Source: an optimization exercise on an open RTL-to-GDS flow (aim: small area). Production flows keep margins and buffers that such runs may drop. At most, simulation tests tie the RTL to the original design; equivalence was not proved. The RTL of run 5 was laid out without a check of its function. Power and IR drop assume default switching activity.

## flow/flow/run.sh

```bash
#!/bin/bash
# Own layout flow: the standard ORFS flow (standard.sh, unchanged synthesis), with
# smaller port buffers and clock tree synthesis without dummy loads. The make output goes
# to standard.log; ORFS writes each step's full log under orfs/logs/.
set -euo pipefail
cd "$(dirname "$0")/.."
export BUFFER_PORTS_ARGS="-buffer_cell sky130_fd_sc_hd__buf_1"
export CTS_ARGS="-sink_clustering_enable -repair_clock_nets -sink_clustering_size 18 -sink_clustering_max_diameter 60 -buf_list sky130_fd_sc_hd__clkbuf_8 -dont_use_dummy_load"
export RECOVER_POWER=100
bash standard.sh > standard.log 2>&1
```

## flow/standard.sh

```bash
#!/bin/bash
# synth_recipe.tcl (not shown) runs the flow's synth.tcl, then flattens the netlist and writes it again
# the make line also repeats each setting of config.mk as NAME=value (left out here)
make -C /OpenROAD-flow-scripts/flow DESIGN_CONFIG=/design/flow/config.mk WORK_HOME=/design/flow/orfs CLKGATE_MAP_FILE= SYNTH_SCRIPT=/design/flow/synth_recipe.tcl "${@:-finish}"
```

## flow/config.mk

```make
export PLATFORM = sky130hd
export DESIGN_NAME = lcd_frame_refresh
export DESIGN_NICKNAME = lcd_frame_refresh
export VERILOG_FILES = /design/flow/design.v
export SDC_FILE = /design/flow/constraint.sdc
export NUM_CORES = 4
export LEC_CHECK = 0
export CAP_MARGIN = 0
export CORE_MARGIN = 2
export CORE_UTILIZATION = 65
export CTS_BUF_LIST = sky130_fd_sc_hd__clkbuf_16
export CTS_CLUSTER_DIAMETER = 80
export CTS_CLUSTER_SIZE = 30
export PLACE_DENSITY = 0.75
export SLEW_MARGIN = 0
export SYNTH_HIERARCHICAL = 1
export SYNTH_MINIMUM_KEEP_SIZE = 0
```

## flow/constraint.sdc

```tcl
create_clock -name core_clock -period 10.0 [get_ports {clk}]
set_input_delay 2.0000 -clock core_clock [delete_from_list [all_inputs] [get_ports {clk}]]
set_output_delay 2.0000 -clock core_clock [all_outputs]
set_load 0.01 [all_outputs]
```

## flow/design.v

```verilog
module lcd_frame_refresh #(
    parameter int unsigned ROWS        = 4,
    parameter int unsigned COLS        = 20,
    parameter int unsigned POWERUP_CYC = 40_000,
    parameter int unsigned SETUP_CYC   = 4,
    parameter int unsigned E_HIGH_CYC  = 25,
    parameter int unsigned CMD_CYC     = 200,
    parameter int unsigned LONG_CYC    = 4_000,
    localparam int unsigned NCHR       = ROWS * COLS,
    localparam int unsigned AW         = $clog2(NCHR + 1)
) (
    input  logic          clk,
    input  logic          rst,
    input  logic          wr_en,
    input  logic [AW-1:0] wr_addr,
    input  logic [7:0]    wr_data,
    output logic          lcd_rs,
    output logic          lcd_rw,
    output logic          lcd_e,
    output logic [7:0]    lcd_data,
    output logic          init_done,
    output logic          frame_done
);
    localparam int unsigned RL     = 16;                
    localparam int unsigned NRING  = (NCHR + RL - 1) / RL;
    localparam int unsigned HW     = AW - 4;            
    localparam int unsigned E_ON   = SETUP_CYC - 1;
    localparam int unsigned E_OFF  = SETUP_CYC + E_HIGH_CYC - 1;
    localparam int unsigned DONE_S = SETUP_CYC + E_HIGH_CYC + CMD_CYC - 1;
    localparam int unsigned DONE_L = SETUP_CYC + E_HIGH_CYC + LONG_CYC - 1;
    localparam int unsigned PU_K   = (POWERUP_CYC - 1) / RL;
    localparam int unsigned Q_RST  = (POWERUP_CYC - 1) % RL;
    localparam int unsigned TMAX   = (DONE_L > PU_K) ? DONE_L : PU_K;
    localparam int unsigned CNT_W  = $clog2(TMAX + 1);
    localparam int unsigned N_RST  = NCHR - 8;
    function automatic logic reached(input logic [CNT_W-1:0] c, input int unsigned k);
        reached = ((c & CNT_W'(k)) == CNT_W'(k));
    endfunction
    function automatic logic [7:0] init_byte(input logic [2:0] s);
        case (s)
            3'd0, 3'd1, 3'd2: init_byte = 8'h30;
            3'd3:             init_byte = 8'h38;
            3'd4:             init_byte = 8'h08;
            3'd5:             init_byte = 8'h01;
            3'd6:             init_byte = 8'h06;
            default:          init_byte = 8'h0C;
        endcase
    endfunction
    logic [CNT_W-1:0] cnt_q;
    logic [3:0]       q_q;        
    logic [AW-1:0]    nidx_q;     
    logic             busy_q;
    logic             dirty_q;
    logic [7:0]       hold_q;     
    logic             rs_q, e_q, init_done_q, frame_done_q;
    logic [7:0]       data_q;
    logic             wr_ok;
    assign wr_ok = wr_en && (wr_addr < AW'(NCHR));
    logic [2:0] step;
    assign step = nidx_q[2:0];
    logic powerup, in_init, idle, xfer_addr, xfer_char;
    assign powerup   = !init_done_q && !busy_q;
    assign in_init   = !init_done_q &&  busy_q;
    assign idle      =  init_done_q && !busy_q;
    assign xfer_addr =  init_done_q &&  busy_q && !rs_q;
    assign xfer_char =  init_done_q &&  busy_q &&  rs_q;
    logic long_c, done_c, q_zero;
    assign long_c = in_init && (step <= 3'd2 || step == 3'd5);
    assign done_c = busy_q && (long_c ? reached(cnt_q, DONE_L) : reached(cnt_q, DONE_S));
    assign q_zero = (q_q == 4'd0);
    logic row_end, last_chr;
    always_comb begin
        row_end = 1'b0;
        for (int r = 0; r < int'(ROWS); r++)
            if (nidx_q == AW'(r * COLS)) row_end = 1'b1;
    end
    assign last_chr = (nidx_q == '0);
    logic pu_launch, init_step, init_next, init_end, addr0_launch, char_done;
    logic addr_row_launch, char_launch, addr_launch, launch, nidx_inc;
    assign pu_launch       = powerup && q_zero && reached(cnt_q, PU_K);
    assign init_step       = in_init && done_c;
    assign init_next       = init_step && (step != 3'd7);
    assign init_end        = init_step && (step == 3'd7);
    assign addr0_launch    = idle && dirty_q;
    assign char_done       = xfer_char && done_c;
    assign addr_row_launch = char_done && row_end && !last_chr;
    assign char_launch     = (xfer_addr && done_c) || (char_done && !row_end);
    assign addr_launch     = addr0_launch || addr_row_launch;
    assign launch          = pu_launch || init_next || addr_launch || char_launch;
    assign nidx_inc        = init_step || char_launch;
    logic [7:0] l_byte;
    always_comb begin
        if (char_launch)      l_byte = hold_q;
        else if (addr_launch) l_byte = {1'b1, nidx_q[2], 1'b0, nidx_q[5], 1'b0, nidx_q[5], 2'b00};
        else if (pu_launch)   l_byte = init_byte(3'd0);
        else                  l_byte = init_byte(step + 3'd1);
    end
    always_ff @(posedge clk) begin
        if (rst) begin
            cnt_q   <= '0;
            q_q     <= 4'(Q_RST);
            nidx_q  <= AW'(N_RST);
            busy_q  <= 1'b0;
            dirty_q <= 1'b1;
        end else begin
            cnt_q   <= (launch || done_c) ? '0
                     : cnt_q + CNT_W'(busy_q || (powerup && q_zero));
            q_q     <= q_q - 4'd1;
            if (nidx_inc) nidx_q <= (nidx_q == AW'(NCHR - 1)) ? '0 : nidx_q + AW'(1);
            busy_q  <= launch || (busy_q && !done_c);
            dirty_q <= wr_ok || (dirty_q && !addr0_launch);
        end
    end
    always_ff @(posedge clk or posedge rst) begin
        if (rst) begin
            rs_q         <= 1'b0;
            e_q          <= 1'b0;
            data_q       <= 8'h00;
            init_done_q  <= 1'b0;
            frame_done_q <= 1'b0;
        end else begin
            if (launch) begin
                rs_q   <= char_launch;
                data_q <= l_byte;
            end
            e_q          <= launch ? 1'b0
                          : e_q ? !reached(cnt_q, E_OFF)
                          : (busy_q && cnt_q == CNT_W'(E_ON));
            init_done_q  <= init_done_q || init_end;
            frame_done_q <= char_done && last_chr;
        end
    end
    logic [3:0] wslot;
    assign wslot = wr_addr[3:0] - q_q;
    logic [NRING-1:0] sel_hi;
    logic [RL-1:0]    sel_lo;
    always_comb begin
        for (int h = 0; h < int'(NRING); h++)
            sel_hi[h] = (wr_ok && wr_addr[AW-1:4] == HW'(h)) || rst;
        for (int l = 0; l < int'(RL); l++)
            sel_lo[l] = (wslot == 4'(l)) || rst;
    end
    logic [7:0] x_even, x_odd;
    assign x_even = rst ? 8'hFF : ~(wr_data ^ 8'h20);
    assign x_odd  = rst ? 8'h00 : (wr_data ^ 8'h20);
    logic [7:0] slot_q [NRING][RL];
    logic [7:0] slot_d [NRING][RL];
    for (genvar h = 0; h < int'(NRING); h++) begin : g_ring
        for (genvar j = 0; j < int'(RL); j++) begin : g_slot
            logic sel, sel_n;
            lcd_frame_refresh_sel u_sel (
                .hi(sel_hi[h]), .lo(sel_lo[j]), .hi_n(!sel_hi[h]), .lo_n(!sel_lo[j]),
                .sel(sel), .sel_n(sel_n)
            );
            for (genvar b = 0; b < 8; b++) begin : g_bit
                lcd_frame_refresh_cell u_cell (
                    .sel_n(sel_n), .sel(sel),
                    .x((j % 2 == 0) ? x_even[b] : x_odd[b]),
                    .prev(slot_q[h][(j + RL - 1) % RL][b]), .d(slot_d[h][j][b])
                );
            end
        end
    end
    always_ff @(posedge clk) begin
        for (int h = 0; h < int'(NRING); h++)
            for (int j = 0; j < int'(RL); j++) slot_q[h][j] <= slot_d[h][j];
    end
    logic [7:0] tap_byte;
    always_comb begin
        tap_byte = 8'h20;
        for (int h = 0; h < int'(NRING); h++)
            if (nidx_q[AW-1:4] == HW'(h)) tap_byte = ~slot_q[h][RL-1] ^ 8'h20;
    end
    logic snoop, capture;
    assign snoop   = wr_ok && (wr_addr == nidx_q);
    assign capture = (q_q == nidx_q[3:0]);
    always_ff @(posedge clk) begin
        if (snoop)        hold_q <= wr_data;
        else if (capture) hold_q <= tap_byte;
    end
    assign lcd_rs     = rs_q;
    assign lcd_rw     = 1'b0;
    assign lcd_e      = e_q;
    assign lcd_data   = data_q;
    assign init_done  = init_done_q;
    assign frame_done = frame_done_q;
endmodule
module lcd_frame_refresh_sel (
    input  logic hi,
    input  logic lo,
    input  logic hi_n,
    input  logic lo_n,
    output logic sel,
    output logic sel_n
);
    assign sel   = !(hi_n || lo_n);
    assign sel_n = !(hi && lo);
endmodule
module lcd_frame_refresh_cell (
    input  logic sel_n,
    input  logic sel,
    input  logic x,
    input  logic prev,
    output logic d
);
    assign d = ~((sel_n | x) & (sel | prev));
endmodule
```

==> flow_summary.ini, run 1 <==
[outcome]
status = finished with violations
so.violations = max-capacitance violations, max-slew violations

[detailed_routing]
vias_per_cell = 6.924
drc = 0
drt_iter0_drc = 2106
firstDrtPassIters = 6
vias = 15970
wl_mm = 61.99
ant_nets = 0
wire_per_inst_um = 26.87

[yosys]
synth_warnings = 10
synthArstFlopShare = 0.01752
synthTopCellsByArea = dfxtp_1 (64%), o22ai_1 (19%), nand2_1 (2.2%)
yosysTopAreaCellShare = 0.6412
synth_most_common_cell = dfxtp_1
synth_commonest_cells = dfxtp_1 (665), o22ai_1 (643), nand2_1 (121), nor2_1 (109), inv_1 (32)
yosysTopAreaCell = dfxtp_1
synth-edff-count = 8
syn_nets = 1867
syn_area_per_cell_um2 = 11.32
synth_seq_cells = 685
ys_types = 61
synth_area_um2 = 20760
synthCells = 1834
ys_seq_area_frac = 0.6672
ys.flop_type = dfxtp_1

[sta]
fin_crit_ps = 7227
max_freq_mhz = 138.4
slew_violations = 345
hold_violations = 0
period_share = 0.7227
worstMarginPinSlew_ps = 3228
setup_violations = 0
rsz0062_at_grt = no
fin_skew_ps = 26.07
maxSlewHeadroom = -1.152
tns_ps = 0

[grt]
grt_pass1_vias = 14880
grt_overflow_total = 0
grt.total_usage = 0.3643
antenna_found_initial = 1
grt_pass1_wl_mm = 91.06
grt_max_degree = 42

[floorplanning]
ios = 31
start_util = 0.6597
die_area_um2 = 33390
rows = 65
die_y_um = 182.7
coreArea_um2 = 31470
fp.dieW_um = 182.7

[critical_path]
startpoint_type = input pin
end_kind = register
crit_top_cell = clkbuf_1
cp_num_buf_inv = 5
critical-path-max-stage-delay_ps = 2300
cpMaxStageDelayCell = clkbuf_1
crit_chain = buf_1 -> clkbuf_1 -> inv_1 -> clkbuf_1 -> nand2_2 -> clkbuf_1 -> o22ai_1
cp.required_ps = 10340
cp_max_fo = 40
crit_type = input pin to register
crit_family = buffers and inverters
arrival_ps = 7560

[clock_tree]
clock_sinks = 685
root_buffer = clkbuf_8
cts_buffers = 45
ctsHoldBuffers = 0
cts_resized = 0
path_clk_slew_ps = 100
clock_latency_ps = 610
cts_setup_buffers = 0
h-tree-depth = 2
clockBufferDepth = 3
tritoncts = built

[place]
hpwlAfterDp_mm = 35.41
portBuffers = 29
gp_congestion = 1.022

[cells_and_area]
drive_above_1_share = 0.04462
final_util = 0.6989
nNetsFinal = 1940
area_growth_pct = 5.954
antenna_cells = 0

[power]
power_density_nw_per_um2 = 240.6
finalPower_mw = 5.292
peakVddDrop_mv = 0.1419
p_leak_nw = 8.383

[run]
maxCapViolations = 10

[worst_hold_path]
hold_path.class = register to register
==> layer usage <==
| layer | part of all wire | global-route usage | wire length, µm | up-vias |
|---|---|---|---|---|
| met5 | 0 | 0 | 0 | - |
| met4 | 0.049 | 0.1768 | 3043 | 0 |
| met3 | 0.12 | 0.08441 | 7211 | 205 |
| met2 | 0.43 | 0.5421 | 26530 | 1005 |
| met1 | 0.41 | 0.5044 | 25210 | 7595 |
| li1 | - | - | - | 7169 |
==> logic make-up after synthesis <==
group,synth area share
other,0.0001806
adders and majority gates,0.009401
buffers and inverters,0.01235
muxes,0.01049
DFF,0.6672
AOI/OAI and AO/OA,0.2258
and+or+nand+nor,0.06147
xor gates and xnor gates,0.01308
==> Yosys stat by module, one instance, submodules excluded <==
module | flip-flops and latches | cells | times used
lcd_frame_refresh_cell | 0 | 1 | 640
lcd_frame_refresh | 685 | 1034 | 1
lcd_frame_refresh_sel | 0 | 2 | 80
==> stage by stage <==
step / instance area [µm²] / hold WS, ps / setup WS (ps) / cells
after CTS: 22060 / 401.3 / 5670 / 2307
after global placement: 21440 / 403.4 / 5121 / 2262
after global routing: 22000 / 404.6 / 2765 / 2307
final: 22000 / 395.7 / 2773 / 2307
after detailed placement: 21440 / 407.4 / 5048 / 2262
after floorplan: 20760 / 402.4 / 5347 / 1834
==> cells in the final DEF, fill, tap and decap left out, types with 7 or more instances in the layout <==
master    count
a21oi_1      18
nand3_1      15
xnor2_1      21
ha_1         14
o22a_1        8
nor2_1      109
dfrtp_1      12
buf_4        13
edfxtp_1      8
a31oi_1       7
o22ai_1     643
nand2_1     115
xor2_1       10
mux4_2        7
inv_1        31
a21o_1       16
buf_1        28
dfxtp_1     665
clkbuf_8     45
o21ai_0      17
clkbuf_1     12
==> state kept, by name, indices dropped and copies added (netlist names), 4 cells and up <==
name    cells
q_q         4
nidx_q      7
data_q      8
cnt_q      12
hold_q      8
slot_q    640
==> where the power goes <==
part,internal [mW],switching [mW]
clock,0.406,0.788
sequential,3.23,0.177
combinational,0.250,0.445
==> cell type report <==
type | count | area [µm²]
repair buffers | 53 | 247.7
inverters | 32 | 120.1
fillers | 2315 | 9475
multi-input cells | 1090 | 6655
flip-flops and latches | 685 | 13850
clock buffers | 45 | 619.3
well taps | 402 | 503.0
==> final timing paths <==
kind / start / end / slack (ps) / cells past startpoint
min reg2reg: slot_q[58][4] / slot_q[59][4] / 400 / 1
min in group asynchronous: rst / init_done_q / 2300 / 3
max reg2reg: q_q[1] / slot_q[24][2] / 6570 / 10
min: slot_q[58][4] / slot_q[59][4] / 400 / 1
max: rst / slot_q[16][2] / 2770 / 7
max in group asynchronous: rst / frame_done_q / 6270 / 4
==> run 2, diff against run 1 <==
--- a/flow/flow/run.sh
+++ b/flow/flow/run.sh
@@ -7,4 +7,4 @@
 export BUFFER_PORTS_ARGS="-buffer_cell sky130_fd_sc_hd__buf_1"
 export CTS_ARGS="-sink_clustering_enable -repair_clock_nets -sink_clustering_size 18 -sink_clustering_max_diameter 60 -buf_list sky130_fd_sc_hd__clkbuf_8 -dont_use_dummy_load"
-export RECOVER_POWER=100
+
 bash standard.sh > standard.log 2>&1
==> flow_summary.ini, run 2 <==
[critical_path]
rrSetupSlack_ps = 6670
cp.required_ps = 10510
crit_end = slot_q[13][1]
cp-startpoint = wr_addr[0]
r2r_start = q_q[0]
reg2reg_to = slot_q[13][1]
end_kind = register
crit_type = input pin to register
rr_worst_depth = 7
arrival_ps = 4980
cp_max_fo = 11
startpoint_type = input pin

[detailed_routing]
vias = 16130
wl_mm = 61.93
wire_per_inst_um = 26.83
drc = 0
drt_iter0_drc = 2149
firstDrtPassIters = 9
vias_per_cell = 6.987
ant_nets = 0

[clock_tree]
path_clk_slew_ps = 110
cts_setup_buffers = 0
clockBufferDepth = 3
h-tree-depth = 2
cts_buffers = 45
clock_sinks = 685
clock_latency_ps = 610
cts_resized = 0
tritoncts = built
ctsHoldBuffers = 0
root_buffer = clkbuf_8

[sta]
rsz0062_at_grt = no
slew_violations = 0
period_share = 0.4474
max_freq_mhz = 223.5
fin_crit_ps = 4474
worstMarginPinSlew_ps = 1281
tns_ps = 0
fin_skew_ps = 30.76
setup_violations = 0
maxSlewHeadroom = 0.1445
hold_violations = 0

[cells_and_area]
largest-register = slot_q
area_growth_pct = 6.273
seqCellArea_um2 = 13850
layout_commonest_cell = dfxtp_1
fillerInstances = 2307
multi_input_area_um2 = 6678
largest_register_ffs = 640
nNetsFinal = 1940
drive_above_1_share = 0.05669
final_cell_mix = dfxtp_1 (665), o22ai_1 (643), nand2_1 (114), nor2_1 (109), clkbuf_8 (45)
final_cells = 2308
top_regs = slot_q: 640 flops, cnt_q: 12 flops

[grt]
grt_pass1_wl_mm = 91.06
grt_overflow_total = 0
antenna_found_initial = 1
grt_max_degree = 42
grt.total_usage = 0.3643
grt_pass1_vias = 14880

[yosys]
ys.flop_type = dfxtp_1
syn_nets = 1867
synthCells = 1834
syn_area_per_cell_um2 = 11.32
synth_most_common_cell = dfxtp_1
yosysTopAreaCellShare = 0.6412
synth-edff-count = 8
synth_area_um2 = 20760
synth_warnings = 10
ys_seq_area_frac = 0.6672
synthTopCellsByArea = dfxtp_1 (64%), o22ai_1 (19%), nand2_1 (2.2%)
synthArstFlopShare = 0.01752
synth_commonest_cells = dfxtp_1 (665), o22ai_1 (643), nand2_1 (121), nor2_1 (109), inv_1 (32)
synth_seq_cells = 685
ys_types = 61
yosysTopAreaCell = dfxtp_1

[place]
placedCellCount = 2262
portBuffers = 29
hpwlAfterDp_mm = 35.41
gp_congestion = 1.022

[floorplanning]
die_area_um2 = 33390
start_util = 0.6597
coreArea_um2 = 31470
rows = 65
ios = 31
fp.dieW_um = 182.7
die_y_um = 182.7

[worst_hold_path]
hold_path.class = register to register
hp-start = slot_q[58][4]

[power]
p_leak_nw = 8.415
power_density_nw_per_um2 = 239.7
peakVddDrop_mv = 0.1419

[run]
maxCapViolations = 0

[outcome]
status = finished clean
-- run 2: cell counts after synthesis --
No cell type changed its count.
-- run 2: metal layers --
layer  global-route usage  share of wire  vias to the layer above
met5                    0              0                        -
li1                     -              -                     7178
met4               0.1768          0.051                        0
met2               0.5421           0.43                     1063
met3              0.08441           0.12                      225
met1               0.5044           0.40                     7660
-- run 2: kinds of logic after synthesis --
| logic type | Yosys count | share of synthesized area |
|---|---|---|
| buf+inv | 59 | 0.01235 |
| flops | 685 | 0.6672 |
| simple gates | 292 | 0.06147 |
| fa+ha+maj | 15 | 0.009401 |
| mux | 13 | 0.01049 |
| other cells | 1 | 0.0001806 |
| xor+xnor | 31 | 0.01308 |
| compound gates | 738 | 0.2258 |
-- run 2: power by group --
group	switching (mW)	internal, mW	total, mW
logic	0.444	0.251	0.695
registers	0.177	3.23	3.40
clock network	0.785	0.406	1.19
total	1.41	3.88	5.29
-- run 2: modules after synthesis (local to each module, per instance) --
| module | cells | times used |
|---|---|---|
| lcd_frame_refresh | 1034 | 1 |
| lcd_frame_refresh_sel | 2 | 80 |
| lcd_frame_refresh_cell | 1 | 640 |
-- run 2: worst min path at each step --
| stage | slack, ps | cells after the start | to |
|---|---|---|---|
| after floorplan | 400 | 1 | slot_q[10][0] |
| after global placement | 400 | 1 | slot_q[8][2] |
| after detailed placement | 410 | 1 | slot_q[72][2] |
| after CTS | 400 | 1 | slot_q[59][4] |
| after global routing | 400 | 1 | slot_q[57][3] |
| final | 400 | 1 | slot_q[59][4] |
-- run 2: layout make-up --
type	count	area share
Sequential cell	685	0.6278
Multi-Input combinational cell	1090	0.3026
Clock buffer	45	0.02807
Tap cell	402	0.02280
Timing Repair Buffer	53	0.01310
Inverter	32	0.005444
Antenna cell	1	0.0001134
-- run 2: through the flow --
step / worst slack [ps] / hold slack, ps / area (µm²) / total power [mW] / util
global route: 5428 / 404.6 / 22060 / 5.467 / 0.7010
floorplan: 5347 / 402.4 / 20760 / 3.840 / -
finish: 5526 / 396.3 / 22060 / 5.289 / 0.7011
CTS: 5670 / 401.3 / 22060 / 5.254 / 0.7010
detailed placement: 5048 / 407.4 / 21440 / 4.108 / 0.6813
global placement: 5121 / 403.4 / 21440 / 4.091 / 0.6813
-- run 2: critical path, stage by stage --
cell and delay (ps):
buf_1 120, inv_1 80, ha_1 160, inv_1 60
fa_1 710, nor2_1 220, a21oi_1 940, nor2_1 360
o22ai_1 310
==> run 3, diff against run 2 <==
--- a/flow/config.mk
+++ b/flow/config.mk
@@ -8,9 +8,9 @@
 export CAP_MARGIN = 0
 export CORE_MARGIN = 2
-export CORE_UTILIZATION = 65
+export CORE_UTILIZATION = 80
 export CTS_BUF_LIST = sky130_fd_sc_hd__clkbuf_16
 export CTS_CLUSTER_DIAMETER = 80
 export CTS_CLUSTER_SIZE = 30
-export PLACE_DENSITY = 0.75
+export PLACE_DENSITY = 0.88
 export SLEW_MARGIN = 0
 export SYNTH_HIERARCHICAL = 1
==> flow_summary.ini, run 3 <==
[yosys]
yosysTopAreaCellShare = 0.6412
ys.flop_type = dfxtp_1
synth_most_common_cell = dfxtp_1
ys_types = 61
synthArstFlopShare = 0.01752
synth-edff-count = 8
synth_commonest_cells = dfxtp_1 (665), o22ai_1 (643), nand2_1 (121), nor2_1 (109), inv_1 (32)
synth_compound_area_frac = 0.2258
synth_top_family_by_area = compound AO/OA/AOI/OAI gates
synth-xor-area-share = 0.01308
syn_area_per_cell_um2 = 11.32
synth_area_um2 = 20760
yosysTopAreaCell = dfxtp_1
muxShareOfSynthArea = 0.01049
synthTopCellsByArea = dfxtp_1 (64%), o22ai_1 (19%), nand2_1 (2.2%)
ys_seq_area_frac = 0.6672
synth_fa_ha_area_frac = 0.009401
synth_warnings = 10
synthCells = 1834
syn_nets = 1867
yosys.area_share.simple = 0.06147
synth_seq_cells = 685

[detailed_routing]
drc = 0
vias = 16630
wire_per_inst_um = 27.49
vias_per_cell = 7.473
firstDrtPassIters = 6
wl_mm = 61.19
drt_iter0_drc = 2548
ant_nets = 0

[clock_tree]
tritoncts = built
cts_setup_buffers = 0
root_buffer = clkbuf_8
clock_latency_ps = 610
clockBufferDepth = 3
path_clk_slew_ps = 100
cts_resized = 0
cts_buffers = 44
ctsHoldBuffers = 0
h-tree-depth = 2
clock_sinks = 685

[critical_path]
rr_worst_depth = 7
reg2reg_to = slot_q[24][3]
crit_type = input pin to register
r2r_start = q_q[0]
cp.required_ps = 10500
rrSetupSlack_ps = 6350
critical-path-max-stage-delay_ps = 990
cp_max_fo = 41
cpMaxStageDelayCell = clkinv_1
crit_chain = clkbuf_2 -> inv_1 -> nand2_2 -> clkinv_1 -> buf_4 -> o22ai_1
startpoint_type = input pin
end_kind = register
arrival_ps = 5320

[cells_and_area]
final_cell_mix = dfxtp_1 (665), o22ai_1 (643), nand2_1 (114), nor2_1 (109), clkbuf_8 (44)
nNetsFinal = 1931
final_cells = 2226
drive_above_1_share = 0.04905
largest_register_ffs = 640
largest-register = slot_q
layout_commonest_cell = dfxtp_1
final_util = 0.8647
area_growth_pct = 5.478
design_area_um2 = 21900
top_regs = slot_q: 640 flops, cnt_q: 12 flops
antenna_cells = 0

[sta]
period_share = 0.4825
slew_violations = 0
rsz0062_at_grt = no
tns_ps = 0
hold_slack_ps = 372.9
maxSlewHeadroom = 0.09900
hold_violations = 0
worstMarginPinSlew_ps = 1352
max_freq_mhz = 207.2
fin_skew_ps = 78.20
setup_violations = 0
fin_crit_ps = 4825

[place]
hpwlAfterDp_mm = 36.48
dpl_cell_area_um2 = 21290
gp_congestion = 0.9510
portBuffers = 29
placedCellCount = 2182

[floorplanning]
die_y_um = 165.1
ios = 31
rows = 58
start_util = 0.8198
coreArea_um2 = 25330
fp.dieW_um = 165.1
die_area_um2 = 27260

[worst_hold_path]
holdPathStages = 1
min_to = slot_q[1][7]
hp-start = slot_q[0][7]
hold_path.class = register to register

[grt]
grt_max_degree = 42
grt_pass1_wl_mm = 90.67
use_met2 = 0.6860
antenna_found_initial = 2
gr-usage-met1 = 0.5632
grt_pass1_vias = 15780
grt_use_met3 = 0.1199
grt-busiest-layer = met2
grt.total_usage = 0.4447
grt_overflow_total = 0

[power]
peakVddDrop_mv = 0.2285
power_density_nw_per_um2 = 241.9
p_leak_nw = 8.347

[run]
maxCapViolations = 0

[outcome]
status = finished clean
## run 3: area by class of cell
class                           instances  area, µm²
Clock buffer                           44      605.6
Fill cell                            1273       3427
Inverter                               32      120.1
Multi-Input combinational cell       1090       6678
Sequential cell                       685      13850
Tap cell                              330      412.9
Timing Repair Buffer                   45      230.2
## run 3: worst max path at each step
stage,from,to,slack (ps),cells after the start
6_report,rst,slot_q[49][3],5170,6
5_1_grt,rst,slot_q[49][3],5090,6
4_1_cts,rst,slot_q[49][3],5340,6
3_5_place_dp,rst,slot_q[35][3],4750,6
3_3_place_gp,rst,slot_q[35][3],4790,6
2_1_floorplan,rst,slot_q[0][7],5350,3
## run 3: Yosys stat by module (local to each module, per instance)
module,flops+latches,copies in the design
lcd_frame_refresh_sel,0,80
lcd_frame_refresh,685,1
lcd_frame_refresh_cell,0,640
## run 3: cell families (layout without fill, tap and decap cells)
kind of cell,count (synthesis),after routing
AND/OR/NAND/NOR,292,292
AO/OA/AOI/OAI,738,738
other,1,1
buffers and inverters,59,121
flip-flops,685,685
adder cells (fa/ha/maj),15,15
XOR/XNOR,31,31
multiplexers,13,13
## run 3: per-layer routing
layer / part of all wire / vias up
met5: 0.00039 / -
met4: 0.066 / 4
met3: 0.13 / 329
met2: 0.44 / 1330
met1: 0.36 / 7815
li1: - / 7156
## run 3: worst max-delay path: cells and delay by family
family	cells	cell delay, ps
buf+inv	4	2240
compound gates	1	240
simple gates	1	800
## run 3: stage by stage
step / setup slack, ps / total power, mW
final: 5175 / 5.298
after global routing: 5089 / 5.431
after CTS: 5336 / 5.236
after detailed placement: 4749 / 4.114
after global placement: 4787 / 4.065
after floorplan: 5347 / 3.840
## run 3: power by group
part           internal [mW]  switching [mW]  leakage [nW]  total, mW
Sequential              3.23           0.200          5.83       3.43
Combinational          0.248           0.445          2.20      0.692
Clock                  0.397           0.781         0.316       1.18
==> run 4, diff against run 3 <==
--- a/flow/config.mk
+++ b/flow/config.mk
@@ -12,4 +12,6 @@
 export CTS_CLUSTER_DIAMETER = 80
 export CTS_CLUSTER_SIZE = 30
+export GPL_ROUTABILITY_DRIVEN = 0
+export GPL_TIMING_DRIVEN = 0
 export PLACE_DENSITY = 0.88
 export SLEW_MARGIN = 0
==> flow_summary.ini, run 4 <==
[critical_path]
crit_family = buffers and inverters
crit_type = input pin to register
end_kind = register
cp.required_ps = 10500
rrSetupSlack_ps = 6030
r2r_start = q_q[0]
arrival_ps = 5900
startpoint_type = input pin
crit_chain = buf_1 -> inv_1 -> clkbuf_1 -> buf_1 -> nand2_1 -> inv_1 -> nor2_1 -> o22ai_1
critical-path-max-stage-delay_ps = 910
cp_num_buf_inv = 5
cp_max_fo = 21
rr_worst_depth = 9
reg2reg_to = slot_q[39][4]
cpMaxStageDelayCell = buf_1

[outcome]
so.violations = max-capacitance violations, max-slew violations
status = finished with violations

[yosys]
synth_warnings = 10
synthCells = 1834
syn_area_per_cell_um2 = 11.32
syn_nets = 1867
synth_seq_cells = 685
ys.flop_type = dfxtp_1
muxShareOfSynthArea = 0.01049
synth_top_family_by_area = compound AO/OA/AOI/OAI gates
synth-xor-area-share = 0.01308
yosys.area_share.simple = 0.06147
synth_fa_ha_area_frac = 0.009401
synth_commonest_cells = dfxtp_1 (665), o22ai_1 (643), nand2_1 (121), nor2_1 (109), inv_1 (32)
synth-edff-count = 8
synth_area_um2 = 20760
yosysTopAreaCell = dfxtp_1
synthArstFlopShare = 0.01752
synth_most_common_cell = dfxtp_1
synth_compound_area_frac = 0.2258
ys_types = 61
ys_seq_area_frac = 0.6672
yosysTopAreaCellShare = 0.6412
synthTopCellsByArea = dfxtp_1 (64%), o22ai_1 (19%), nand2_1 (2.2%)

[run]
maxCapViolations = 5

[grt]
antenna_found_initial = 1
grt_max_degree = 39
grt.total_usage = 0.4586
grt_overflow_total = 0
grt_pass1_wl_mm = 92.69
grt_pass1_vias = 16050

[cells_and_area]
layout_commonest_cell = dfxtp_1
final_cells = 2253
fillerInstances = 1174
largest-register = slot_q
largest_register_ffs = 640
final_util = 0.8800
area_growth_pct = 7.340
final_cell_mix = dfxtp_1 (665), o22ai_1 (643), nand2_1 (114), nor2_1 (109), clkbuf_8 (44)
multi_input_area_um2 = 6684
antenna_cells = 0
drive_above_1_share = 0.05824
nNetsFinal = 1958
top_regs = slot_q: 640 flops, cnt_q: 12 flops
seqCellArea_um2 = 13850

[power]
power.share.combinational = 0.138
finalPower_mw = 5.323
p_leak_nw = 8.539
p_clk_frac = 0.221
p_sw_frac = 0.2703
power_switching_mw = 1.439
p_int_mw = 3.884
power_density_nw_per_um2 = 238.8
p_seq_frac = 0.641
peakVddDrop_mv = 0.2390

[detailed_routing]
drc = 0
vias = 16960
ant_nets = 0
wire_per_inst_um = 28.07
wl_mm = 63.24
drt_iter0_drc = 2802
vias_per_cell = 7.526
firstDrtPassIters = 12

[floorplanning]
coreArea_um2 = 25330
die_area_um2 = 27260
start_util = 0.8198
fp.dieW_um = 165.1
rows = 58
die_y_um = 165.1
ios = 31

[place]
hpwlAfterDp_mm = 37.51
placedCellCount = 2209
portBuffers = 29

[sta]
fin_skew_ps = 56.63
worstMarginPinSlew_ps = 1718
slew_violations = 30
max_freq_mhz = 185.1
maxSlewHeadroom = -0.1451
fin_crit_ps = 5401
hold_violations = 0
setup_violations = 0
rsz0062_at_grt = no
period_share = 0.5401
tns_ps = 0

[clock_tree]
cts_resized = 0
cts_buffers = 44
clock_latency_ps = 610
cts_setup_buffers = 0
clockBufferDepth = 3
ctsHoldBuffers = 0
clock_sinks = 685
path_clk_slew_ps = 100
root_buffer = clkbuf_8
h-tree-depth = 2
tritoncts = built

[worst_hold_path]
hp-start = slot_q[55][0]
hold_path.class = register to register
holdPathStages = 1
min_to = slot_q[56][0]
run 4: cell count changes in the layout (fill, tap and decap cells not counted), moves of 2 or more:
cell / delta
clkbuf_1: +10
buf_1: +6
inv_2: +7
buf_16: +6
buf_4: -14
buf_2: +6
buf_12: +10
clkinv_1: -7
buf_6: +2
run 4: kinds of logic after synthesis:
family                     Yosys count
muxes                               13
xor gates and xnor gates            31
and+or+nand+nor                    292
buffers and inverters               59
adders and majority gates           15
other                                1
DFF                                685
AOI/OAI and AO/OA                  738
run 4: worst max path at each step:
stage	cells past startpoint	startpoint	end
detailed placement	8	rst	slot_q[6][6]
CTS	8	rst	slot_q[6][1]
finish	8	rst	slot_q[19][7]
floorplan	3	rst	slot_q[0][7]
global route	8	rst	slot_q[19][0]
global placement	4	rst	slot_q[48][7]
run 4: cell type report:
| cell class | count | share of cell area |
|---|---|---|
| well taps | 330 | 0.01853 |
| flip-flops and latches | 685 | 0.6216 |
| plain buffers | 27 | 0.006119 |
| multi-input cells | 1090 | 0.2999 |
| clock buffers | 44 | 0.02717 |
| repair buffers | 45 | 0.02128 |
| inverters | 32 | 0.005390 |
run 4: worst reg2reg max path: stages (launching register included):
cell and delay, ps:
dfxtp_1 440, ha_1 190, inv_1 60, fa_1 470, clkbuf_1 240, nor2b_1 190
buf_1 210, a21oi_1 1280, nor2_1 470, o22ai_1 330
run 4: per-module statistics from Yosys (local to each module, per instance):
| module | cells | copies in the design |
|---|---|---|
| lcd_frame_refresh | 1034 | 1 |
| lcd_frame_refresh_cell | 1 | 640 |
| lcd_frame_refresh_sel | 2 | 80 |
run 4: metal layers:
| metal | up-vias | global-route usage | part of all wire |
|---|---|---|---|
| li1 | 7224 | - | - |
| met1 | 7882 | 0.5922 | 0.36 |
| met2 | 1447 | 0.6614 | 0.41 |
| met3 | 403 | 0.1591 | 0.15 |
| met4 | 0 | 0.2929 | 0.079 |
| met5 | - | 0 | 0 |
run 4: power groups by stage:
stage,clock (mW),sequential (mW),combinational [mW]
floorplan,0,3.38,0.457
global placement,0,3.44,0.621
detailed placement,0,3.45,0.678
CTS,1.16,3.40,0.689
global route,1.25,3.44,0.761
finish,1.18,3.41,0.733
run 4: stage by stage:
step                      cell area (µm²)  hold slack (ps)  setup WS, ps
after floorplan                     20760            402.4          5347
after global placement              21280            403.7         920.1
after detailed placement            21670            407.4          4168
after CTS                           22280            391.2          4766
after global routing                22290            390.1          4458
final                               22290            387.9          4599
==> run 5, diff against run 4 <==
--- a/flow/design.v
+++ b/flow/design.v
@@ -76,23 +76,19 @@
     end
     assign last_chr = (nidx_q == '0);
-    logic pu_launch, init_step, init_next, init_end, addr0_launch, char_done;
-    logic addr_row_launch, char_launch, addr_launch, launch, nidx_inc;
-    assign pu_launch       = powerup && q_zero && reached(cnt_q, PU_K);
-    assign init_step       = in_init && done_c;
-    assign init_next       = init_step && (step != 3'd7);
-    assign init_end        = init_step && (step == 3'd7);
-    assign addr0_launch    = idle && dirty_q;
-    assign char_done       = xfer_char && done_c;
-    assign addr_row_launch = char_done && row_end && !last_chr;
-    assign char_launch     = (xfer_addr && done_c) || (char_done && !row_end);
-    assign addr_launch     = addr0_launch || addr_row_launch;
-    assign launch          = pu_launch || init_next || addr_launch || char_launch;
-    assign nidx_inc        = init_step || char_launch;
+    logic pu_launch, init_end, frame_end, addr0_launch, launch, is_char, char_launch;
+    assign pu_launch    = powerup && q_zero && reached(cnt_q, PU_K);
+    assign init_end     = in_init && done_c && (step == 3'd7);
+    assign frame_end    = xfer_char && done_c && last_chr;
+    assign addr0_launch = idle && dirty_q;
+    assign launch       = pu_launch || addr0_launch || (done_c && !init_end && !frame_end);
+    assign is_char      = busy_q && !(rs_q && row_end);
+    assign char_launch  = launch && init_done_q && is_char;
+    logic nidx_inc;
+    assign nidx_inc = (in_init && done_c) || char_launch;
     logic [7:0] l_byte;
     always_comb begin
-        if (char_launch)      l_byte = hold_q;
-        else if (addr_launch) l_byte = {1'b1, nidx_q[2], 1'b0, nidx_q[5], 1'b0, nidx_q[5], 2'b00};
-        else if (pu_launch)   l_byte = init_byte(3'd0);
-        else                  l_byte = init_byte(step + 3'd1);
+        if (!init_done_q) l_byte = init_byte(step + 3'd1);
+        else if (is_char) l_byte = hold_q;
+        else              l_byte = {1'b1, nidx_q[2], 1'b0, nidx_q[5], 1'b0, nidx_q[5], 2'b00};
     end
     always_ff @(posedge clk) begin
@@ -124,9 +120,8 @@
                 data_q <= l_byte;
             end
-            e_q          <= launch ? 1'b0
-                          : e_q ? !reached(cnt_q, E_OFF)
+            e_q          <= e_q ? !reached(cnt_q, E_OFF)
                           : (busy_q && cnt_q == CNT_W'(E_ON));
             init_done_q  <= init_done_q || init_end;
-            frame_done_q <= char_done && last_chr;
+            frame_done_q <= frame_end;
         end
     end
--- a/flow/config.mk
+++ b/flow/config.mk
@@ -12,6 +12,4 @@
 export CTS_CLUSTER_DIAMETER = 80
 export CTS_CLUSTER_SIZE = 30
-export GPL_ROUTABILITY_DRIVEN = 0
-export GPL_TIMING_DRIVEN = 0
 export PLACE_DENSITY = 0.88
 export SLEW_MARGIN = 0
==> flow_summary.ini, run 5 <==
[outcome]
status = finished clean

[place]
portBuffers = 29
dpl_cell_area_um2 = 21270
hpwlAfterDp_mm = 34.75
post-place-ws_ps = 4861
gp_congestion = 1.095

[cells_and_area]
area_growth_pct = 5.667
final_util = 0.8640
fillerInstances = 1296
nNetsFinal = 1907
final_cell_mix = dfxtp_1 (665), o22ai_1 (648), nor2_1 (110), nand2_1 (104), clkbuf_8 (44)
design_area_um2 = 21880
drive_above_1_share = 0.05980
largest_register_ffs = 640
largest-register = slot_q
top_regs = slot_q: 640 flops, cnt_q: 12 flops
layout_commonest_cell = dfxtp_1

[clock_tree]
clock_latency_ps = 600
h-tree-depth = 2
ctsHoldBuffers = 0
tritoncts = built
clock_sinks = 685
cts_setup_buffers = 0
path_clk_slew_ps = 100
cts_buffers = 44
clockBufferDepth = 3
root_buffer = clkbuf_8
cts_resized = 0

[yosys]
synth_seq_cells = 685
yosysTopAreaCell = dfxtp_1
yosysTopAreaCellShare = 0.6428
synthTopCellsByArea = dfxtp_1 (64%), o22ai_1 (20%), nand2_1 (2.0%)
synth_most_common_cell = dfxtp_1
syn_area_per_cell_um2 = 11.48
ys.flop_type = dfxtp_1
synth_area_um2 = 20710
synthCells = 1804
ys_seq_area_frac = 0.6689
synth-edff-count = 8
synth_warnings = 10
syn_nets = 1836
ys_types = 61
synthArstFlopShare = 0.01752
synth_commonest_cells = dfxtp_1 (665), o22ai_1 (648), nand2_1 (110), nor2_1 (110), inv_1 (29)

[grt]
grt_pass1_vias = 15460
grt_pass1_wl_mm = 89.29
grt.total_usage = 0.4421
antenna_found_initial = 0
grt_overflow_total = 0
grt_max_degree = 46

[critical_path]
arrival_ps = 5270
cp.required_ps = 10500
end_kind = register
startpoint_type = input pin
crit_type = input pin to register
cp_max_fo = 45

[sta]
rsz0062_at_grt = no
maxSlewHeadroom = 0.03474
hold_violations = 0
fin_crit_ps = 4772
max_freq_mhz = 209.6
fin_skew_ps = 41.87
tns_ps = 0
setup_slack_ps = 5228
period_share = 0.4772
worstMarginPinSlew_ps = 1448
setup_violations = 0
slew_violations = 0

[power]
power_density_nw_per_um2 = 242.0
peakVddDrop_mv = 0.2029
p_leak_nw = 8.361

[floorplanning]
ios = 31
die_area_um2 = 27190
fp.dieW_um = 164.9
die_y_um = 164.9
coreArea_um2 = 25330
start_util = 0.8177
rows = 58

[detailed_routing]
drc = 0
drt_iter0_drc = 2557
wire_per_inst_um = 27.24
vias = 16350
wl_mm = 60.10
firstDrtPassIters = 7
ant_nets = 0
vias_per_cell = 7.413

[run]
maxCapViolations = 0

[worst_hold_path]
hold_path.class = register to register
run 5: cells by family after synthesis:
| family | after synthesis | share of synthesized area |
|---|---|---|
| AND/OR/NAND/NOR | 270 | 0.05649 |
| flip-flops | 685 | 0.6689 |
| other | 1 | 0.0001811 |
| multiplexers | 30 | 0.02018 |
| adder cells (fa/ha/maj) | 14 | 0.008821 |
| buffers and inverters | 54 | 0.01238 |
| XOR/XNOR | 31 | 0.01347 |
| AO/OA/AOI/OAI | 719 | 0.2196 |
run 5: routing by layer:
layer / vias up / routed length (µm) / track usage
met2: 1338 / 25660 / 0.6618
li1: 7049 / - / -
met5: - / 0 / 0
met1: 7625 / 21890 / 0.5682
met4: 0 / 3994 / 0.2387
met3: 342 / 8555 / 0.1522
run 5: final timing paths:
check | from | endpoint | slack [ps] | cells past startpoint
worst max-delay path | rst | slot_q[5][5] | 5230 | 6
worst min-delay path | slot_q[55][7] | slot_q[56][7] | 390 | 1
worst max register to register | q_q[0] | slot_q[20][0] | 6430 | 7
worst min register to register | slot_q[55][7] | slot_q[56][7] | 390 | 1
max in group asynchronous | rst | e_q | 7610 | 3
min in group asynchronous | rst | data_q[4] | 2080 | 3
run 5: power breakdown:
part	switching [mW]	total [mW]	internal, mW
sequential	0.193	3.42	3.23
combinational	0.449	0.700	0.252
clock	0.776	1.17	0.397
total	1.42	5.29	3.88
run 5: modules after synthesis, one instance, submodules excluded:
module | copies in the design | area [µm²]
lcd_frame_refresh_cell | 640 | 6.256
lcd_frame_refresh_sel | 80 | 7.507
lcd_frame_refresh | 1 | 16110
run 5: worst max-delay path, cell delays in order:
cell and delay, ps:
clkbuf_2 640, or2_2 240, buf_4 560, clkinv_1 990, buf_4 580, o22ai_1 230
run 5: area by class of cell:
cell class	instances	area, µm²	area share
Inverter	29	108.9	0.004974
Multi-Input combinational cell	1065	6628	0.3029
Timing Repair Buffer	50	267.8	0.01224
Clock buffer	44	605.6	0.02767
Sequential cell	685	13850	0.6330
Tap cell	330	412.9	0.01887
Antenna cell	3	7.507	0.0003431
run 5: per-stage QoR:
step	power, mW	hold WS (ps)	std cells
floorplan	3.843	402.4	1804
global placement	4.067	403.3	2159
detailed placement	4.107	407.5	2159
CTS	5.233	398.6	2203
global route	5.445	420.6	2203
finish	5.295	389.7	2206
==> run 6, diff against run 5 <==
--- a/flow/design.v
+++ b/flow/design.v
@@ -59,9 +59,8 @@
     logic [2:0] step;
     assign step = nidx_q[2:0];
-    logic powerup, in_init, idle, xfer_addr, xfer_char;
+    logic powerup, in_init, idle, xfer_char;
     assign powerup   = !init_done_q && !busy_q;
     assign in_init   = !init_done_q &&  busy_q;
     assign idle      =  init_done_q && !busy_q;
-    assign xfer_addr =  init_done_q &&  busy_q && !rs_q;
     assign xfer_char =  init_done_q &&  busy_q &&  rs_q;
     logic long_c, done_c, q_zero;
==> flow/flow/run.sh (replaced) <==
#!/bin/bash
# Own layout flow: the standard ORFS flow (standard.sh, unchanged synthesis), with
# smaller port buffers (buf_1) and clock tree synthesis with small leaf clusters of
# clkbuf_8 and no dummy loads. The make output goes to standard.log; ORFS writes each
# step's full log under orfs/logs/.
set -euo pipefail
cd "$(dirname "$0")/.."
export BUFFER_PORTS_ARGS="-buffer_cell sky130_fd_sc_hd__buf_1"
export CTS_ARGS="-sink_clustering_enable -repair_clock_nets -sink_clustering_size 18 -sink_clustering_max_diameter 60 -buf_list sky130_fd_sc_hd__clkbuf_8 -dont_use_dummy_load"
bash standard.sh > standard.log 2>&1
==> flow_summary.ini, run 6 <==
[critical_path]
reg2reg_to = slot_q[35][6]
end_kind = register
r2r_start = q_q[0]
rrSetupSlack_ps = 5870
rr_worst_depth = 7
arrival_ps = 5670
startpoint_type = input pin
cp_max_fo = 16
crit_end = slot_q[35][6]
crit_type = input pin to register
cp-startpoint = wr_addr[0]
cp.required_ps = 10390

[sta]
tns_ps = 0
worstMarginPinSlew_ps = 1531
slew_violations = 7
rsz0062_at_grt = no
period_share = 0.5280
setup_violations = 0
maxSlewHeadroom = -0.02555
max_freq_mhz = 189.4
fin_skew_ps = 77.35
hold_slack_ps = 381.2
fin_crit_ps = 5280
hold_violations = 0

[yosys]
ys_types = 58
synthCells = 1816
synth_top_family_by_area = compound AO/OA/AOI/OAI gates
synth_fa_ha_area_frac = 0.008786
synth_area_um2 = 20790
yosysTopAreaCellShare = 0.6403
synth-edff-count = 8
yosys.area_share.simple = 0.05645
synth_compound_area_frac = 0.2248
muxShareOfSynthArea = 0.01878
yosysTopAreaCell = dfxtp_1
synthTopCellsByArea = dfxtp_1 (64%), o22ai_1 (19%), nand2_1 (1.9%)
synth-xor-area-share = 0.01264
syn_area_per_cell_um2 = 11.45
synth_seq_cells = 685
synth_most_common_cell = dfxtp_1
synthArstFlopShare = 0.01752
synth_warnings = 10
syn_nets = 1848
synth_commonest_cells = dfxtp_1 (665), o22ai_1 (648), nand2_1 (105), nor2_1 (105), inv_1 (30)
ys_seq_area_frac = 0.6663
ys.flop_type = dfxtp_1

[detailed_routing]
wl_met2_mm = 26.51
top_layer = met5
wl_mm = 61.76
wire_per_inst_um = 27.87
vias_per_cell = 7.500
vias = 16620
wl_met3_mm = 8.294
ant_nets = 0
met1_length_mm = 21.88
firstDrtPassIters = 18
drt_iter0_drc = 2901
drc = 0

[worst_hold_path]
hold_path.class = register to register

[grt]
grt_overflow_total = 0
grt.total_usage = 0.4459
grt_max_degree = 48
antenna_found_initial = 2
grt_pass1_vias = 15590
grt_pass1_wl_mm = 90.52

[place]
hpwlAfterDp_mm = 35.42
gp_congestion = 0.9898
portBuffers = 29

[clock_tree]
clockBufferDepth = 3
ctsHoldBuffers = 0
tritoncts = built
root_buffer = clkbuf_8
clock_sinks = 685
path_clk_slew_ps = 100
cts_buffers = 45
cts_setup_buffers = 0
clock_latency_ps = 600
cts_resized = 0
h-tree-depth = 2

[outcome]
so.violations = max-capacitance violations, max-slew violations
status = finished with violations

[floorplanning]
die_area_um2 = 27290
ios = 31
coreArea_um2 = 25760
die_y_um = 165.2
fp.dieW_um = 165.2
start_util = 0.8070
rows = 59

[power]
finalPower_mw = 5.307
peakVddDrop_mv = 0.2167
p_leak_nw = 8.338
power_density_nw_per_um2 = 241.6

[cells_and_area]
top_regs = slot_q: 640 flops, cnt_q: 12 flops
nNetsFinal = 1913
final_util = 0.8528
largest_register_ffs = 640
layout_commonest_cell = dfxtp_1
area_growth_pct = 5.669
largest-register = slot_q
drive_above_1_share = 0.06812
final_cell_mix = dfxtp_1 (665), o22ai_1 (648), nor2_1 (105), nand2_1 (99), clkbuf_8 (45)

[run]
maxCapViolations = 2
## run 6: worst min-delay path by stage
stage                  startpoint       endpoint  slack [ps]  cells after the start
finish              slot_q[22][6]  slot_q[23][6]         380                      1
CTS                 slot_q[65][3]  slot_q[66][3]         380                      1
global placement     slot_q[9][0]  slot_q[10][0]         400                      1
floorplan            slot_q[9][0]  slot_q[10][0]         400                      1
detailed placement  slot_q[28][7]  slot_q[29][7]         410                      1
global route        slot_q[65][3]  slot_q[66][3]         380                      1
## run 6: kinds of logic (layout without fill, tap and decap cells)
kind of cell | after synthesis | after routing
flip-flops | 685 | 685
other | 1 | 3
buffers and inverters | 59 | 122
AND/OR/NAND/NOR | 270 | 270
AO/OA/AOI/OAI | 729 | 729
XOR/XNOR | 30 | 30
multiplexers | 28 | 28
adder cells (fa/ha/maj) | 14 | 14
## run 6: critical path, stage by stage
cell and delay [ps]:
buf_1 140, inv_1 80, ha_1 130, inv_1 60, fa_1 410, xnor2_1 1070, a31oi_1 870, nor2_1 660
o22ai_1 240
## run 6: final cells by class
class                   instances  area [µm²]
well taps                     335       419.2
repair buffers                 47       245.2
inverters                      30       112.6
diodes                          2       5.005
clock buffers                  45       619.3
fillers                      1365        3794
flip-flops and latches        685       13850
multi-input cells            1072        6715
## run 6: through the flow
| stage | setup slack [ps] | instances | cell area, µm² |
|---|---|---|---|
| 2_1_floorplan | 5171 | 1816 | 20790 |
| 3_3_place_gp | 4580 | 2169 | 21340 |
| 3_5_place_dp | 4388 | 2169 | 21340 |
| 4_1_cts | 4974 | 2214 | 21960 |
| 5_1_grt | 4594 | 2214 | 21960 |
| 6_report | 4720 | 2216 | 21970 |
## run 6: per-layer routing
| layer | up-vias | GRT usage |
|---|---|---|
| met5 | - | 0 |
| met4 | 2 | 0.2905 |
| met3 | 383 | 0.1351 |
| met2 | 1285 | 0.6625 |
| met1 | 7809 | 0.5685 |
| li1 | 7142 | - |
## run 6: where the power goes
| part | total, mW | internal, mW | leakage, nW | switching [mW] |
|---|---|---|---|---|
| clock network | 1.18 | 0.406 | 0.324 | 0.771 |
| logic | 0.710 | 0.253 | 2.19 | 0.457 |
| registers | 3.42 | 3.23 | 5.83 | 0.193 |
| total | 5.31 | 3.89 | 8.34 | 1.42 |
## run 6: Yosys stat by module (local to each module, per instance)
| module | copies in the design | cells | flip-flops and latches | area, µm² |
|---|---|---|---|---|
| lcd_frame_refresh_sel | 80 | 2 | 0 | 7.507 |
| lcd_frame_refresh_cell | 640 | 1 | 0 | 6.256 |
| lcd_frame_refresh | 1 | 1016 | 685 | 16190 |
==> run 7, diff against run 6 <==
==> flow/config.mk (replaced) <==
export PLATFORM = sky130hd
export DESIGN_NAME = lcd_frame_refresh
export DESIGN_NICKNAME = lcd_frame_refresh
export VERILOG_FILES = /design/flow/design.v
export SDC_FILE = /design/flow/constraint.sdc
export NUM_CORES = 4
export LEC_CHECK = 0
export CAP_MARGIN = 10
export CORE_MARGIN = 2
export CORE_UTILIZATION = 80
export PLACE_DENSITY = 0.88
export SLEW_MARGIN = 10
export SYNTH_HIERARCHICAL = 1
export SYNTH_MINIMUM_KEEP_SIZE = 0
==> flow_summary.ini, run 7 <==
[outcome]
status = finished with violations
so.violations = max-capacitance violations, max-slew violations

[yosys]
yosysTopAreaCellShare = 0.6403
yosysTopAreaCell = dfxtp_1
ys_types = 58
synth_most_common_cell = dfxtp_1
synth-edff-count = 8
synthCells = 1816
syn_area_per_cell_um2 = 11.45
synthArstFlopShare = 0.01752
synth_area_um2 = 20790
syn_nets = 1848
synth_commonest_cells = dfxtp_1 (665), o22ai_1 (648), nand2_1 (105), nor2_1 (105), inv_1 (30)
synth_warnings = 10
synthTopCellsByArea = dfxtp_1 (64%), o22ai_1 (19%), nand2_1 (1.9%)
ys_seq_area_frac = 0.6663
ys.flop_type = dfxtp_1
synth_seq_cells = 685

[power]
power_density_nw_per_um2 = 241.6
peakVddDrop_mv = 0.2179
finalPower_mw = 5.309
p_leak_nw = 8.339

[detailed_routing]
wire_per_inst_um = 27.88
wl_met3_mm = 8.450
wl_mm = 61.76
wl_met2_mm = 26.47
top_layer = met5
met1_length_mm = 21.86
ant_nets = 0
vias = 16600
firstDrtPassIters = 9
vias_per_cell = 7.493
drt_iter0_drc = 2838
drc = 0

[place]
portBuffers = 29
hpwlAfterDp_mm = 35.42
dpl_cell_area_um2 = 21340
gp_congestion = 0.9898
placedCellCount = 2169

[grt]
grt_overflow_total = 0
antenna_found_initial = 2
grt_pass1_vias = 15590
grt_pass1_wl_mm = 90.52
grt_max_degree = 48
grt.total_usage = 0.4459

[sta]
fin_crit_ps = 5210
maxSlewHeadroom = -0.02851
rsz0062_at_grt = no
hold_violations = 0
setup_violations = 0
worstMarginPinSlew_ps = 1536
period_share = 0.5210
max_freq_mhz = 191.9
tns_ps = 0
fin_skew_ps = 81.73
slew_violations = 6

[clock_tree]
tritoncts = built
cts_buffers = 45
path_clk_slew_ps = 100
clockBufferDepth = 3
cts_resized = 0
clock_latency_ps = 610
root_buffer = clkbuf_8
ctsHoldBuffers = 0
h-tree-depth = 2
clock_sinks = 685
cts_setup_buffers = 0

[cells_and_area]
largest_register_ffs = 640
final_util = 0.8529
layout_commonest_cell = dfxtp_1
design_area_um2 = 21970
top_regs = slot_q: 640 flops, cnt_q: 12 flops
final_cells = 2215
nNetsFinal = 1913
largest-register = slot_q
final_cell_mix = dfxtp_1 (665), o22ai_1 (648), nor2_1 (105), nand2_1 (99), clkbuf_8 (45)
area_growth_pct = 5.687
drive_above_1_share = 0.06865

[critical_path]
startpoint_type = input pin
cp_max_fo = 16
crit_type = input pin to register
cp-startpoint = wr_addr[0]
arrival_ps = 5610
r2r_start = q_q[0]
cp.required_ps = 10400
end_kind = register

[floorplanning]
die_y_um = 165.2
rows = 59
die_area_um2 = 27290
start_util = 0.8070
fp.dieW_um = 165.2
ios = 31
coreArea_um2 = 25760

[run]
maxCapViolations = 1

[worst_hold_path]
hp-start = slot_q[22][6]
hold_path.class = register to register
## run 7: cell types whose count changed in the layout (fill, tap and decap cells not counted)
cell	previous run	this run
a31oi_2	1	2
diode_2	2	1
a31oi_1	16	15
## run 7: power breakdown
| part | total [mW] | internal (mW) | switching, mW | leakage, nW |
|---|---|---|---|---|
| combinational | 0.710 | 0.253 | 0.457 | 2.19 |
| clock | 1.18 | 0.406 | 0.771 | 0.324 |
| sequential | 3.42 | 3.23 | 0.193 | 5.83 |
## run 7: layer usage
layer	track usage	up-vias
met5	0	-
met4	0.2905	2
li1	-	7145
met1	0.5685	7763
met2	0.6625	1299
met3	0.1351	388
## run 7: layout make-up
cell class / count / area [µm²]
Sequential cell: 685 / 13850
Antenna cell: 1 / 2.502
Fill cell: 1367 / 3790
Multi-Input combinational cell: 1072 / 6721
Timing Repair Buffer: 47 / 245.2
Inverter: 30 / 112.6
Clock buffer: 45 / 619.3
Tap cell: 335 / 419.2
## run 7: per-module statistics from Yosys, one instance, submodules excluded
module                  cells inside  times used  cell area, µm²  flops+latches
lcd_frame_refresh               1016           1           16190            685
lcd_frame_refresh_cell             1         640           6.256              0
lcd_frame_refresh_sel              2          80           7.507              0
## run 7: cell families (layout without fill, tap and decap cells)
kind of cell,Yosys count,count (layout),synth area share
AOI/OAI and AO/OA,729,729,0.2248
DFF,685,685,0.6663
and+or+nand+nor,270,270,0.05645
buffers and inverters,59,122,0.01210
xor gates and xnor gates,30,30,0.01264
muxes,28,28,0.01878
adders and majority gates,14,14,0.008786
other,1,2,0.0001804
## run 7: metrics by stage
stage / hold WS, ps / setup WS, ps
after floorplan: 402.4 / 5171
after global placement: 402.7 / 4580
after detailed placement: 407.4 / 4388
after CTS: 380.5 / 4974
after global routing: 380.1 / 4577
final: 384.5 / 4790
## run 7: final timing paths
kind,to,cells past startpoint,slack (ps)
max,slot_q[35][6],9,4790
max in group asynchronous,e_q,2,6890
min,slot_q[23][6],1,380
max reg2reg,slot_q[35][6],7,5940
min in group asynchronous,data_q[2],2,2370
min reg2reg,slot_q[23][6],1,380
## run 7: worst max-delay path: stages
cell	delay (ps)
buf_1	140
inv_1	80
ha_1	130
inv_1	60
fa_1	420
xnor2_1	1010
a31oi_1	860
nor2_1	660
o22ai_1	230
==> run 8, diff against run 7 <==
--- a/flow/config.mk
+++ b/flow/config.mk
@@ -6,9 +6,9 @@
 export NUM_CORES = 4
 export LEC_CHECK = 0
-export CAP_MARGIN = 10
+export CAP_MARGIN = 20
 export CORE_MARGIN = 2
 export CORE_UTILIZATION = 80
 export PLACE_DENSITY = 0.88
-export SLEW_MARGIN = 10
+export SLEW_MARGIN = 20
 export SYNTH_HIERARCHICAL = 1
 export SYNTH_MINIMUM_KEEP_SIZE = 0
==> flow_summary.ini, run 8 <==
[clock_tree]
cts_resized = 0
tritoncts = built
clock_latency_ps = 610
cts_setup_buffers = 0
root_buffer = clkbuf_8
cts_buffers = 45
ctsHoldBuffers = 0
clockBufferDepth = 3
h-tree-depth = 2
clock_sinks = 685
path_clk_slew_ps = 100

[power]
peakVddDrop_mv = 0.2078
p_sw_frac = 0.2685
p_int_mw = 3.889
power_switching_mw = 1.427
power_density_nw_per_um2 = 241.2
p_clk_frac = 0.222
power.share.combinational = 0.134
p_leak_nw = 8.367
p_seq_frac = 0.644

[detailed_routing]
wire_per_inst_um = 27.80
ant_nets = 0
drc = 0
vias_per_cell = 7.486
vias = 16620
wl_mm = 61.72
firstDrtPassIters = 8
drt_iter0_drc = 2806

[critical_path]
crit_family = buffers and inverters
end_kind = register
crit_chain = clkbuf_2 -> inv_1 -> buf_8 -> nand2_2 -> buf_4 -> inv_2 -> o22ai_1
cpMaxStageDelayCell = clkbuf_2
arrival_ps = 5520
rrSetupSlack_ps = 6160
crit_type = input pin to register
cp.required_ps = 10480
critical-path-max-stage-delay_ps = 730
startpoint_type = input pin
cp_num_buf_inv = 5
cp_max_fo = 47

[floorplanning]
ios = 31
fp.dieW_um = 165.2
start_util = 0.8070
die_area_um2 = 27290
die_y_um = 165.2
rows = 59
coreArea_um2 = 25760

[grt]
grt.total_usage = 0.4428
grt_pass1_wl_mm = 89.98
grt_pass1_vias = 15500
grt_overflow_total = 0
antenna_found_initial = 2
grt_max_degree = 48

[sta]
fin_crit_ps = 5046
slew_violations = 0
rsz0062_at_grt = no
setup_violations = 0
worstMarginPinSlew_ps = 1356
hold_violations = 0
setup_slack_ps = 4954
hold_slack_ps = 380.0
tns_ps = 0
maxSlewHeadroom = 0.09195
fin_skew_ps = 55.59
max_freq_mhz = 198.2
period_share = 0.5046

[yosys]
synthTopCellsByArea = dfxtp_1 (64%), o22ai_1 (19%), nand2_1 (1.9%)
syn_nets = 1848
ys.flop_type = dfxtp_1
synth_commonest_cells = dfxtp_1 (665), o22ai_1 (648), nand2_1 (105), nor2_1 (105), inv_1 (30)
synth_most_common_cell = dfxtp_1
synthCells = 1816
synth_warnings = 10
muxShareOfSynthArea = 0.01878
synth_fa_ha_area_frac = 0.008786
ys_types = 58
synth_seq_cells = 685
synth_area_um2 = 20790
synth_top_family_by_area = compound AO/OA/AOI/OAI gates
synth-xor-area-share = 0.01264
yosysTopAreaCell = dfxtp_1
synth-edff-count = 8
yosysTopAreaCellShare = 0.6403
yosys.area_share.simple = 0.05645
synth_compound_area_frac = 0.2248
ys_seq_area_frac = 0.6663
synthArstFlopShare = 0.01752
syn_area_per_cell_um2 = 11.45

[cells_and_area]
largest-register = slot_q
nNetsFinal = 1915
final_util = 0.8556
area_growth_pct = 6.024
final_cell_mix = dfxtp_1 (665), o22ai_1 (648), nor2_1 (105), nand2_1 (99), clkbuf_8 (45)
largest_register_ffs = 640
drive_above_1_share = 0.07177
design_area_um2 = 22040
layout_commonest_cell = dfxtp_1
top_regs = slot_q: 640 flops, cnt_q: 12 flops

[place]
hpwlAfterDp_mm = 35.46
post-place-ws_ps = 4542
portBuffers = 29
dpl_cell_area_um2 = 21370
gp_congestion = 0.9898

[outcome]
status = finished clean

[run]
maxCapViolations = 0

[worst_hold_path]
hold_path.class = register to register
==> run 8: cell counts after synthesis <==
Identical to the previous run, type by type.
==> run 8: worst paths after layout <==
check / startpoint / to / depth (start not counted)
worst max-delay path: rst / slot_q[35][6] / 7
worst min-delay path: slot_q[21][2] / slot_q[22][2] / 1
worst max register to register: q_q[1] / slot_q[53][0] / 9
worst min register to register: slot_q[21][2] / slot_q[22][2] / 1
max in group asynchronous: rst / data_q[1] / 3
min in group asynchronous: rst / data_q[0] / 2
==> run 8: worst register-to-register path, cell delays in order (launching register included) <==
cell     delay (ps)
dfxtp_1         410
inv_1           130
ha_1            300
a21o_1          180
a21o_1          220
xor2_1          900
a31oi_1         520
buf_4           340
nor2_1          420
o22ai_1         250
==> run 8: modules after synthesis (local to each module, per instance) <==
module                  flip-flops and latches  copies in the design  cells
lcd_frame_refresh                          685                     1   1016
lcd_frame_refresh_sel                        0                    80      2
lcd_frame_refresh_cell                       0                   640      1
==> run 8: routing by layer <==
metal | vias to the layer above | share of wire | global-route usage
met5 | - | 0 | 0
met1 | 7807 | 0.36 | 0.5657
li1 | 7148 | - | -
met2 | 1305 | 0.43 | 0.6600
met3 | 360 | 0.14 | 0.1286
met4 | 0 | 0.073 | 0.2897
==> run 8: area by class of cell <==
type	count	area [µm²]
sequential	685	13850
multi-input combinational	1072	6749
tap	335	419.2
clock buffer	45	619.3
timing repair buffer	49	280.3
antenna	4	10.01
fill	1362	3720
inverter	30	112.6
==> run 8: stage by stage <==
stage	total power, mW	std cells
floorplan	3.850	1816
global placement	4.075	2169
detailed placement	4.120	2170
CTS	5.247	2215
global route	5.459	2216
finish	5.316	2220
==> run 8: power groups by stage <==
stage	sequential [mW]	clock (mW)	combinational, mW
after CTS	3.41	1.17	0.672
final	3.42	1.18	0.714
after global placement	3.45	0	0.624
after global routing	3.45	1.27	0.746
after floorplan	3.38	0	0.466
after detailed placement	3.46	0	0.665
==> run 8: kinds of logic after synthesis <==
kind of cell / Yosys count
AO/OA/AOI/OAI: 729
flip-flops: 685
AND/OR/NAND/NOR: 270
buffers and inverters: 59
XOR/XNOR: 30
multiplexers: 28
adder cells (fa/ha/maj): 14
other: 1

==> port drivers added, routing unchanged <==
The flow's constraints put no driver on any port. The routed layouts listed below were extracted and timed again, unchanged, in two steps. Step 1 sets driving cells, clkbuf_16 on the clock port and buf_2 on the other inputs (assumed; they add their load-dependent delay and slew). Step 2 adds t to the input delays and takes it off the output delays; t is the mean of the earliest and latest rising clock arrival at the registers after step 1. Input paths then give back, and output paths get back, about the clock's delay inside the block. Three values: ideal ports, drivers, drivers and shift; two values: the first two.
| run | shift t [ns] | setup slack, ns | worst hold slack (ns) | worst setup path after step 2 |
|---|---|---|---|---|
| run 1 | 0.639 | 2.773 / 2.795 / 2.156 | 0.396 / 0.396 / 0.396 | input to register |
| run 2 | 0.637 | 5.526 / 5.551 / 4.915 | 0.396 / 0.396 / 0.396 | input to register |
| run 3 | 0.628 | 5.175 / 5.196 / 4.568 | 0.373 / 0.373 / 0.373 | input to register |
| run 4 | 0.627 | 4.599 / 4.621 / 3.995 | 0.388 / 0.388 / 0.388 | input to register |
| run 5 | 0.629 | 5.228 / 5.249 / 4.620 | 0.390 / 0.390 / 0.390 | input to register |
| run 6 | 0.615 | 4.720 / 4.747 / 4.132 | 0.381 / 0.381 / 0.381 | input to register |
| run 7 | 0.616 | 4.790 / 4.816 / 4.200 | 0.384 / 0.384 / 0.384 | input to register |
| run 8 | 0.635 | 4.954 / 4.982 / 4.347 | 0.380 / 0.380 / 0.380 | input to register |
For run 1, which loses most, drivers alone change the setup slack by +0.022 ns; drivers and shift together by -0.617 ns.
